This design comes from an exercise in tuning for a short achievable clock period and few clock cycles per item on the open sky130 flow, not from production work. Function was checked by simulation only, so behaviour that the tests miss may differ from the original.

==> lagoon: inputs <==
// array_multiplier
module array_multiplier (
	input  logic        clk,
	input  logic        reset,
	input  logic        in_valid,
	input  logic [15:0] x,
	input  logic [15:0] y,
	output logic        product_valid,
	output logic [31:0] product
);
clock: 6.0 ns
lec_check: 0
cap_margin: 20
core_margin: 2
core_utilization: 40
setup_slack_margin: 3.6
slew_margin: 20
synth_hierarchical: 1
standard.sh (not shown) runs the stock make flow with config.mk's settings and CLKGATE_MAP_FILE= SYNTH_SCRIPT=/design/flow/synth_recipe.tcl, a recipe that flattens the netlist after the stock synthesis.
==> flow/flow/run.sh <==
#!/bin/bash
# The standard layout (standard.sh: the standard flow's synthesis and ORFS flow), with one
# change: the buffers that buffer_ports puts on every input and output port
# are sky130_fd_sc_hd__buf_4 instead of the cell buffer_ports picks itself
# (a clkdlybuf4s50 delay cell), so that timing repair can size them within
# the buf_* family.  make's full output goes to flow_make.log.
set -euo pipefail
bash standard.sh "BUFFER_PORTS_ARGS=-buffer_cell sky130_fd_sc_hd__buf_4" finish > flow_make.log 2>&1
==> tundra (differences from lagoon) <==
Settings changed: SETUP_SLACK_MARGIN 3.6 to 4.0.
==> results.txt <==
	lagoon	tundra
Max-Slew Margin vs Limit	0.7363	0.6595
Result of the run	no timing/DRC/antenna violations	no timing/DRC/antenna violations
Placed cell area	0.01417 mm²	0.01604 mm²
M1 GR Usage	0.2753	0.3529
Num CTS Buffers	24	25
Post-route worst hold slack	0.3263 ns	0.3244 ns
Worst flop-to-flop path startpoint	r1_n676	r1_n490
Sum of routed wire length over all layers	35630 µm	63340 µm
Capturing element of the worst setup path	product[22]	r2_n1589
Global Route Usage Sum	0.2022	0.2873
Post-CTS setup repair buffer count	10	230
Final Wtd Congestion	0.8745	0.8351
Avg WL per Cell	14.94 µm	23.28 µm
Testbench counts of lagoon, summed over its fixed seeds: cycles 6,392, products 3,200.
Testbench counts of tundra, summed over its fixed seeds: cycles 6,392, products 3,200.

==> run X <==
Another version of the RTL of array_multiplier (not shown whole).
==> flow/config.mk <==
export PLATFORM = sky130hd
export DESIGN_NAME = array_multiplier
export DESIGN_NICKNAME = array_multiplier
export VERILOG_FILES = /design/flow/design.v
export SDC_FILE = /design/flow/constraint.sdc
export NUM_CORES = 4
export LEC_CHECK = 0
export CAP_MARGIN = 20
export CORE_MARGIN = 2
export CORE_UTILIZATION = 40
export SETUP_SLACK_MARGIN = 3.5
export SLEW_MARGIN = 20
export SYNTH_HIERARCHICAL = 1
==> flow/constraint.sdc <==
create_clock -name core_clock -period 6.0 [get_ports {clk}]
set_input_delay 1.2000 -clock core_clock [delete_from_list [all_inputs] [get_ports {clk}]]
set_output_delay 1.2000 -clock core_clock [all_outputs]
set_load 0.01 [all_outputs]
==> flow/flow/run.sh <==
#!/bin/bash
# The standard layout (standard.sh: the standard flow's synthesis and ORFS flow), with two
# changes to port buffering: buffer_ports puts sky130_fd_sc_hd__buf_4 on every
# input and output port instead of the cell it picks itself (a clkdlybuf4s50
# delay cell), and after global placement flow/inbuf.tcl makes the input
# ports' buffers buf_12, as each drives a wide fanout.  Timing repair may
# still resize them within the buf_* family.  make's full output goes to
# flow_make.log.
set -euo pipefail
bash standard.sh "BUFFER_PORTS_ARGS=-buffer_cell sky130_fd_sc_hd__buf_4" \
  "POST_GLOBAL_PLACE_TCL=$PWD/flow/inbuf.tcl" finish > flow_make.log 2>&1
==> flow/flow/inbuf.tcl <==
# POST_GLOBAL_PLACE hook: the buffers on the input ports each drive a wide
# fanout, so start them at buf_12 (timing repair may still resize them).
foreach port [get_ports *] {
  if { [get_property $port direction] != "input" } { continue }
  set net [get_nets -of_objects $port]
  if { $net == "" } { continue }
  foreach pin [get_pins -of_objects $net] {
    if { [get_property $pin direction] != "input" } { continue }
    set inst [get_cells -of_objects $pin]
    if { [string match "sky130_fd_sc_hd__buf_*" [get_property $inst ref_name]] } {
      replace_cell $inst sky130_fd_sc_hd__buf_12
    }
  }
}
==> run P: changes against run X <==
==> flow/flow/inbuf.tcl (replaced) <==
# POST_GLOBAL_PLACE hook: the buffers on the input ports each drive a wide
# fanout, so start them at buf_12 (timing repair may still resize them).
foreach bterm [[ord::get_db_block] getBTerms] {
  if { [$bterm getIoType] != "INPUT" } { continue }
  set net [$bterm getNet]
  if { $net == "NULL" } { continue }
  foreach iterm [$net getITerms] {
    set inst [$iterm getInst]
    if { [string match "sky130_fd_sc_hd__buf_*" [[$inst getMaster] getName]] } {
      replace_cell [$inst getName] sky130_fd_sc_hd__buf_12
    }
  }
}
==> run B: changes against run X <==
==> flow/flow/inbuf.tcl (replaced) <==
# POST_GLOBAL_PLACE hook: the buffers on the input ports each drive a wide
# fanout, so start them at buf_12 (timing repair may still resize them).
foreach bterm [[ord::get_db_block] getBTerms] {
  if { [$bterm getIoType] != "INPUT" } { continue }
  set net [$bterm getNet]
  if { $net == "NULL" } { continue }
  foreach iterm [$net getITerms] {
    set inst [$iterm getInst]
    if { [string match "sky130_fd_sc_hd__buf_*" [[$inst getMaster] getName]] } {
      replace_cell [$inst getName] sky130_fd_sc_hd__buf_12
    }
  }
}
Settings changed: SETUP_SLACK_MARGIN 3.5 to 3.6.
==> notes <==
- Run B finished clean. Run P went through all stages and came out clean. Run X failed in 3_3_place_gp.
- Global-route usage: run P is lower than run B (0.97 points).
- Clock-buffer cell count: run B is higher than run P (4).
- Against run B, the worst setup slack of run P is lower by 0.0073 ns.
- In run P the final cell count is lower than in run B, by about 0.38%.
- Utilization: run P is lower than run B (1.9 points).
- Critical path depth is the same in run B and run P.
- Routed wire length: run P is smaller than run B (about 5%).
- Of run P and run B, run P has the higher sequential share of layout area (gap 0.95 points).
Testbench counts of run X, summed over its fixed seeds: cycles 6,392, products 3,200.
Testbench counts of run P, summed over its fixed seeds: cycles 6,392, products 3,200.
Testbench counts of run B, summed over its fixed seeds: cycles 6,392, products 3,200.

==> what the ideal ports hide <==
No port has a modelled driver above. Below, the same layouts with a new extraction and two added sets of constraints.
Step 1 (the two cells are an assumption about what drives the block):
set clk [get_ports {clk}]
set_driving_cell -lib_cell sky130_fd_sc_hd__clkbuf_16 $clk
set_driving_cell -lib_cell sky130_fd_sc_hd__buf_2 [delete_from_list [all_inputs] $clk]
Step 2 also shifts input and output timing later by t, the mid clock arrival at the registers, as if the neighbouring blocks saw the same clock.
Three values: ideal, step 1, step 2; two values: the first two.
run | t (ns) | setup WS [ns] | hold slack, ns | worst data-port slew with drivers (ns)
lagoon | 0.569 | 3.592 / 3.544 / 3.108 | 0.326 / 0.326 / 0.326 | 0.07
tundra | 0.571 | 3.446 / 3.356 / 2.786 | 0.324 / 0.324 / 0.324 | 0.26
run P | 0.559 | 3.571 / 3.523 / 3.037 | 0.327 / 0.327 / 0.327 | 0.08
run B | 0.576 | 3.579 / 3.532 / 3.103 | 0.325 / 0.325 / 0.325 | 0.07
After both steps setup and hold are still met in every run listed. For tundra, which loses most, drivers alone change the setup slack by -0.090 ns; drivers and shift together by -0.660 ns.
